From an optimization exercise on the open Yosys and OpenROAD flow, aimed at small area and few clock cycles; shortcuts taken in it are not production practice. Only simulation tests tie the RTL to the original design; equivalence was not proved. Power figures rest on the tool's default switching activity, not on a simulated workload. The clock port is modelled as an ideal driver; clocking choices that lean on that would not hold on a real chip.

==> flow/design.v (excerpt) <==
module nearest_neighbour_downscaler #(
	parameter int OUT_SIZE = nnd_pkg::OUT_SIZE_DEF,
	parameter int MAX_SOURCE_DIM = nnd_pkg::MAX_SOURCE_DIM_DEF
) (
	input  logic                            clk,
	input  logic                            arst_n,
	input  logic                            cfg_valid,
	output logic                            cfg_ready,
	input  logic [nnd_pkg::CFG_IDX_W-1:0]   cfg_index,
	input  logic [nnd_pkg::DIM_W-1:0]       cfg_data,
	input  logic                            in_valid,
	output logic                            in_ready,
	input  logic [nnd_pkg::OP_W-1:0]        operation,
	input  logic [nnd_pkg::CH_W-1:0]        red_in,
	input  logic [nnd_pkg::CH_W-1:0]        green_in,
	input  logic [nnd_pkg::CH_W-1:0]        blue_in,
	input  logic [nnd_pkg::CH_W-1:0]        alpha_in,
	output logic                            out_valid,
	input  logic                            out_ready,
	output logic [nnd_pkg::CH_W-1:0]        red_out,
	output logic [nnd_pkg::CH_W-1:0]        green_out,
	output logic [nnd_pkg::CH_W-1:0]        blue_out,
	output logic [nnd_pkg::CH_W-1:0]        alpha_out,
	output logic [nnd_pkg::OY_W-1:0]        out_column,
	output logic [nnd_pkg::OY_W-1:0]        out_line,
	output logic                            row_last,
	output logic                            replay_pending,
	output logic                            image_done
);
	logic [7:0] wn_q, hn_q, wm1, hm1;
	logic [7:0] cfg_vm1;
	logic big;
  ...
==> flow/config.mk <==
export PLATFORM = sky130hd
export DESIGN_NAME = nearest_neighbour_downscaler
export DESIGN_NICKNAME = nearest_neighbour_downscaler
export VERILOG_FILES = /design/flow/design.v
export SDC_FILE = /design/flow/constraint.sdc
export NUM_CORES = 4
export LEC_CHECK = 0
export CAP_MARGIN = 0
export CORE_MARGIN = 2
export CORE_UTILIZATION = 60
export SLEW_MARGIN = 0
export SYNTH_MEMORY_MAX_BITS = 16384
==> flow/constraint.sdc <==
create_clock -name core_clock -period 10.0 [get_ports {clk}]
set_input_delay 2.0000 -clock core_clock [delete_from_list [all_inputs] [get_ports {clk}]]
set_output_delay 2.0000 -clock core_clock [all_outputs]
set_load 0.01 [all_outputs]
standard.sh (not shown) runs the stock make flow with config.mk's settings and CLKGATE_MAP_FILE= SYNTH_SCRIPT=/design/flow/synth_recipe.tcl, a recipe that flattens the netlist after the stock synthesis.
==> flow/flow/run.sh <==
#!/bin/bash
# Standard layout with two changes: the port buffers are buf_1 cells, and clock tree
# synthesis uses clkbuf_16 clusters of at most 36 sinks without dummy loads.
set -euo pipefail
export BUFFER_PORTS_ARGS="-buffer_cell sky130_fd_sc_hd__buf_1"
export CTS_ARGS="-sink_clustering_enable -repair_clock_nets -sink_clustering_size 36 -sink_clustering_max_diameter 70 -buf_list sky130_fd_sc_hd__clkbuf_16 -dont_use_dummy_load"
bash standard.sh > standard.log 2>&1
Testbench counts at the start, summed over its fixed seeds: cycles 685,379.
Rerun with:
==> flow/flow/run.sh (replaced) <==
#!/bin/bash
# Standard layout with two changes: the port buffers are buf_1 cells, and clock tree
# synthesis uses clkbuf_8 clusters of at most 20 sinks without dummy loads.
set -euo pipefail
export BUFFER_PORTS_ARGS="-buffer_cell sky130_fd_sc_hd__buf_1"
export CTS_ARGS="-sink_clustering_enable -repair_clock_nets -sink_clustering_size 20 -sink_clustering_max_diameter 60 -buf_list sky130_fd_sc_hd__clkbuf_8 -dont_use_dummy_load"
bash standard.sh > standard.log 2>&1
Effect: Via count went up slightly. Worst hold slack gets better by 0.030 ns. Cell area went down slightly. Wire length went up slightly. Power went down by a few percent. Maximum frequency went down slightly. Utilization went down by 0.30 points. Sequential share of layout area went up by 0.40 points.
Rerun with:
GPL_TIMING_DRIVEN = 0   (was default)
Result:
- The changed run finished clean
- sequential cell count is unchanged
- setup slack loses 0.22 ns
- count of clock-buffer cells in the layout is higher by 3
- cell area grows slightly
- synthesized area does not change

nearest_neighbour_downscaler, a different RTL version from the one above (not shown whole).
For scale: roughly 1,700 flip-flops, about 99 I/O pins.
==> flow/config.mk <==
export PLATFORM = sky130hd
export DESIGN_NAME = nearest_neighbour_downscaler
export DESIGN_NICKNAME = nearest_neighbour_downscaler
export VERILOG_FILES = /design/flow/design.v
export SDC_FILE = /design/flow/constraint.sdc
export NUM_CORES = 4
export LEC_CHECK = 0
export CAP_MARGIN = 20
export CORE_MARGIN = 2
export CORE_UTILIZATION = 40
export CTS_BUF_LIST = sky130_fd_sc_hd__clkbuf_16
export CTS_CLUSTER_DIAMETER = 100
export CTS_CLUSTER_SIZE = 30
export SLEW_MARGIN = 20
export SYNTH_MEMORY_MAX_BITS = 16384
==> flow/constraint.sdc <==
create_clock -name core_clock -period 10.0 [get_ports {clk}]
set_input_delay 2.0000 -clock core_clock [delete_from_list [all_inputs] [get_ports {clk}]]
set_output_delay 2.0000 -clock core_clock [all_outputs]
set_load 0.01 [all_outputs]
run.sh (not shown) runs the stock make flow with config.mk's settings and CLKGATE_MAP_FILE= SYNTH_SCRIPT=/design/flow/synth_recipe.tcl, a recipe that flattens the netlist after the stock synthesis.
Stock flow here: none of the scripts above is used.
Testbench counts at the start, summed over its fixed seeds: cycles 685,379.
Change:
Settings changed: CTS_BUF_LIST sky130_fd_sc_hd__clkbuf_16 to not set, CTS_CLUSTER_DIAMETER 100 to not set, CTS_CLUSTER_SIZE 30 to not set.
Result:
- total power goes up by 18%
- global-route usage goes up by 0.49 points
- area after synthesis does not change
- core utilization goes up by 2.2 points
- worst hold slack got worse by 0.010 ns
- sequential power is about the same
- sequential share of layout area goes down by 3.7 points
- combinational power stays flat
Change:
Settings changed: CTS_BUF_LIST set to sky130_fd_sc_hd__clkbuf_8 sky130_fd_sc_hd__clkbuf_16, CTS_CLUSTER_DIAMETER set to 100, CTS_CLUSTER_SIZE set to 30.
The new run completed with no timing, DRC or antenna violations.
Global-route usage went down by 0.49 points.
Sequential cell count stays the same.
Routed wire length went down by a few percent.
Change:
Settings changed: CAP_MARGIN 20 to 0, CTS_BUF_LIST sky130_fd_sc_hd__clkbuf_8 sky130_fd_sc_hd__clkbuf_16 to sky130_fd_sc_hd__clkbuf_16, SLEW_MARGIN 20 to 0.
- worst hold slack gets better by 0.0048 ns
- first-iteration DRC count came out higher by 3.0%
- maximum frequency came out higher by 1.2%
- power came out lower by 1.1%

Another version of the RTL of nearest_neighbour_downscaler (not shown whole).
Size: roughly 2500 cells after synthesis, roughly 1700 flip-flops, about 99 I/O pins, about 0.055 mm² of cells after synthesis.
## nearest_neighbour_downscaler
module nearest_neighbour_downscaler #(
	parameter int OUT_SIZE = nnd_pkg::OUT_SIZE_DEF,
	parameter int MAX_SOURCE_DIM = nnd_pkg::MAX_SOURCE_DIM_DEF
) (
	input  logic                            clk,
	input  logic                            arst_n,
	input  logic                            cfg_valid,
	output logic                            cfg_ready,
	input  logic [nnd_pkg::CFG_IDX_W-1:0]   cfg_index,
	input  logic [nnd_pkg::DIM_W-1:0]       cfg_data,
	input  logic                            in_valid,
	output logic                            in_ready,
	input  logic [nnd_pkg::OP_W-1:0]        operation,
	input  logic [nnd_pkg::CH_W-1:0]        red_in,
	input  logic [nnd_pkg::CH_W-1:0]        green_in,
	input  logic [nnd_pkg::CH_W-1:0]        blue_in,
	input  logic [nnd_pkg::CH_W-1:0]        alpha_in,
	output logic                            out_valid,
	input  logic                            out_ready,
	output logic [nnd_pkg::CH_W-1:0]        red_out,
	output logic [nnd_pkg::CH_W-1:0]        green_out,
	output logic [nnd_pkg::CH_W-1:0]        blue_out,
	output logic [nnd_pkg::CH_W-1:0]        alpha_out,
	output logic [nnd_pkg::OY_W-1:0]        out_column,
	output logic [nnd_pkg::OY_W-1:0]        out_line,
	output logic                            row_last,
	output logic                            replay_pending,
	output logic                            image_done
);
clock: 10.0 ns
lec_check: 0
cap_margin: 0
core_margin: 2
core_utilization: 60
cts_buf_list: sky130_fd_sc_hd__clkbuf_16
cts_cluster_diameter: 100
cts_cluster_size: 30
slew_margin: 0
synth_memory_max_bits: 16384
standard.sh (not shown) runs the stock make flow with config.mk's settings and CLKGATE_MAP_FILE= SYNTH_SCRIPT=/design/flow/synth_recipe.tcl, a recipe that flattens the netlist after the stock synthesis.
==> flow/flow/run.sh <==
#!/bin/bash
# Standard layout with two changes: the port buffers are buf_1 cells, and clock tree
# synthesis uses clkbuf_16 clusters of at most 30 sinks without dummy loads.
set -euo pipefail
export BUFFER_PORTS_ARGS="-buffer_cell sky130_fd_sc_hd__buf_1"
export CTS_ARGS="-sink_clustering_enable -repair_clock_nets -sink_clustering_size 30 -sink_clustering_max_diameter 100 -buf_list sky130_fd_sc_hd__clkbuf_16 -dont_use_dummy_load"
bash standard.sh > standard.log 2>&1
Testbench counts at the start, summed over its fixed seeds: cycles 685,379.
Edit:
==> flow/flow/run.sh (replaced) <==
#!/bin/bash
# Standard layout with two changes: the port buffers are buf_1 cells, and clock tree
# synthesis uses clkbuf_8 clusters of at most 20 sinks without dummy loads.
set -euo pipefail
export BUFFER_PORTS_ARGS="-buffer_cell sky130_fd_sc_hd__buf_1"
export CTS_ARGS="-sink_clustering_enable -repair_clock_nets -sink_clustering_size 20 -sink_clustering_max_diameter 60 -buf_list sky130_fd_sc_hd__clkbuf_8 -dont_use_dummy_load"
bash standard.sh > standard.log 2>&1
Result:
- The new run ran to the end with no violations
- worst hold slack is worse by 12 ps
- utilization fell by 0.16 points
- clock-buffer cell count rose by 44
- synthesized cell count is unchanged
- clock power fell by a few percent
- non-clock buffer count does not change
- wire length rose slightly
- worst setup slack is worse by 110 ps
- die area is unchanged
Edit:
==> flow/run.sh (new file) <==
#!/bin/bash
# synth_recipe.tcl (not shown) runs the flow's synth.tcl, then flattens the netlist and writes it again
# the make line also repeats each setting of config.mk as NAME=value (left out here)
make -C /OpenROAD-flow-scripts/flow DESIGN_CONFIG=/design/flow/config.mk WORK_HOME=/design/flow/orfs CLKGATE_MAP_FILE= SYNTH_SCRIPT=/design/flow/synth_recipe.tcl finish
Settings changed: CORE_UTILIZATION 60 to 40.
removed: flow/flow/run.sh
removed: flow/standard.sh
After rerunning: Design area grows by 3.1%. Synthesized area stays the same. Routed wire length fell by 0.54%. Clock-buffer cell count went down by 40. Die area increases by 49%. Worst hold slack gets better by 33 ps. Via count grows by about 0.5%. Power increases by 3.6%.
Edit:
Settings changed: CORE_UTILIZATION 40 to 60.
Result: The new run passed the timing, DRC and antenna checks. Total power shrinks by 0.76%. Die area shrinks by 33%. Final cell count shrinks by 13%. Via count shrinks by 1.1%. Utilization grows by 21 points. Wire length is about the same. Combinational power hardly moves. Critical path depth is unchanged.
Edit:
==> flow/flow/run.sh (new file) <==
#!/bin/bash
# Standard layout with two changes: the port buffers are buf_2 cells, and clock tree
# synthesis uses clkbuf_16 clusters of at most 30 sinks without dummy loads.
set -euo pipefail
export BUFFER_PORTS_ARGS="-buffer_cell sky130_fd_sc_hd__buf_2"
export CTS_ARGS="-sink_clustering_enable -repair_clock_nets -sink_clustering_size 30 -sink_clustering_max_diameter 100 -buf_list sky130_fd_sc_hd__clkbuf_16 -dont_use_dummy_load"
bash standard.sh > standard.log 2>&1
==> flow/standard.sh (new file) <==
#!/bin/bash
# synth_recipe.tcl (not shown) runs the flow's synth.tcl, then flattens the netlist and writes it again
# the make line also repeats each setting of config.mk as NAME=value (left out here)
make -C /OpenROAD-flow-scripts/flow DESIGN_CONFIG=/design/flow/config.mk WORK_HOME=/design/flow/orfs CLKGATE_MAP_FILE= SYNTH_SCRIPT=/design/flow/synth_recipe.tcl "${@:-finish}"
removed: flow/run.sh
=> The new run finished clean; clock skew came out higher by 21 ps; sequential cell count stays the same; final area came out lower by 1.2%; setup slack gains 520 ps; critical path depth rises by 6; clock power goes down by about 4%; hold slack is worse by 23 ps.

## static timing again, ports no longer ideal
No port has a modelled driver above. Below, the same layouts with a new extraction and two added sets of constraints.
Step 1 sets driving cells, clkbuf_16 on the clock port and buf_2 on the other inputs (assumed; they add their load-dependent delay and slew).
Step 2 moves the port delays by t, midway between the first and last clock arrival at a register: inputs arrive t later, outputs are due t later. That takes back most of the time a late clock gives input paths.
a / b / c = no drivers / after step 1 / after step 2; a / b = the first two.
| run | shift t [ns] | setup WS [ns] | worst setup path at the end | latest minus earliest clock arrival (ns) | slew at the worst register clock pin (ns) |
|---|---|---|---|---|---|
| the first run of note 1 | 0.680 | 3.334 / 3.271 / 3.881 | input to output | 0.102 / 0.102 | 0.12 / 0.12 |
| the second run of note 1 | 0.811 | 3.249 / 3.183 / 3.886 | input to output | 0.086 / 0.086 | 0.12 / 0.12 |
| the third run of note 1 | 0.803 | 3.034 / 2.970 / 3.563 | input to output | 0.090 / 0.089 | 0.12 / 0.12 |
| the first run of note 2 | 0.736 | 2.795 / 2.839 / 2.104 | input to register | 0.049 / 0.049 | 0.11 / 0.11 |
| the second run of note 2 | 0.811 | 2.908 / 2.915 / 2.140 | input to register | 0.046 / 0.046 | 0.06 / 0.06 |
| the third run of note 2 | 0.736 | 2.795 / 2.839 / 2.104 | input to register | 0.049 / 0.049 | 0.11 / 0.11 |
| the fourth run of note 2 | 0.736 | 2.879 / 2.910 / 2.183 | input to register | 0.029 / 0.029 | 0.11 / 0.11 |
| the first run of note 3 | 0.685 | 3.646 / 3.582 / 3.841 | input to output | 0.041 / 0.042 | 0.12 / 0.12 |
| the second run of note 3 | 0.808 | 3.541 / 3.480 / 3.860 | input to output | 0.110 / 0.110 | 0.12 / 0.12 |
| the third run of note 3 | 0.716 | 3.172 / 3.143 / 3.143 | input to output | 0.050 / 0.050 | 0.11 / 0.11 |
| the fourth run of note 3 | 0.724 | 3.203 / 3.168 / 3.168 | input to output | 0.031 / 0.031 | 0.12 / 0.12 |
| the fifth run of note 3 | 0.694 | 3.722 / 3.660 / 3.954 | input to output | 0.056 / 0.056 | 0.12 / 0.12 |
After both steps setup and hold are still met in every run listed. The setup slack of the second run of note 2, which loses most, moves by +0.007 ns with the drivers and by -0.768 ns with both steps.
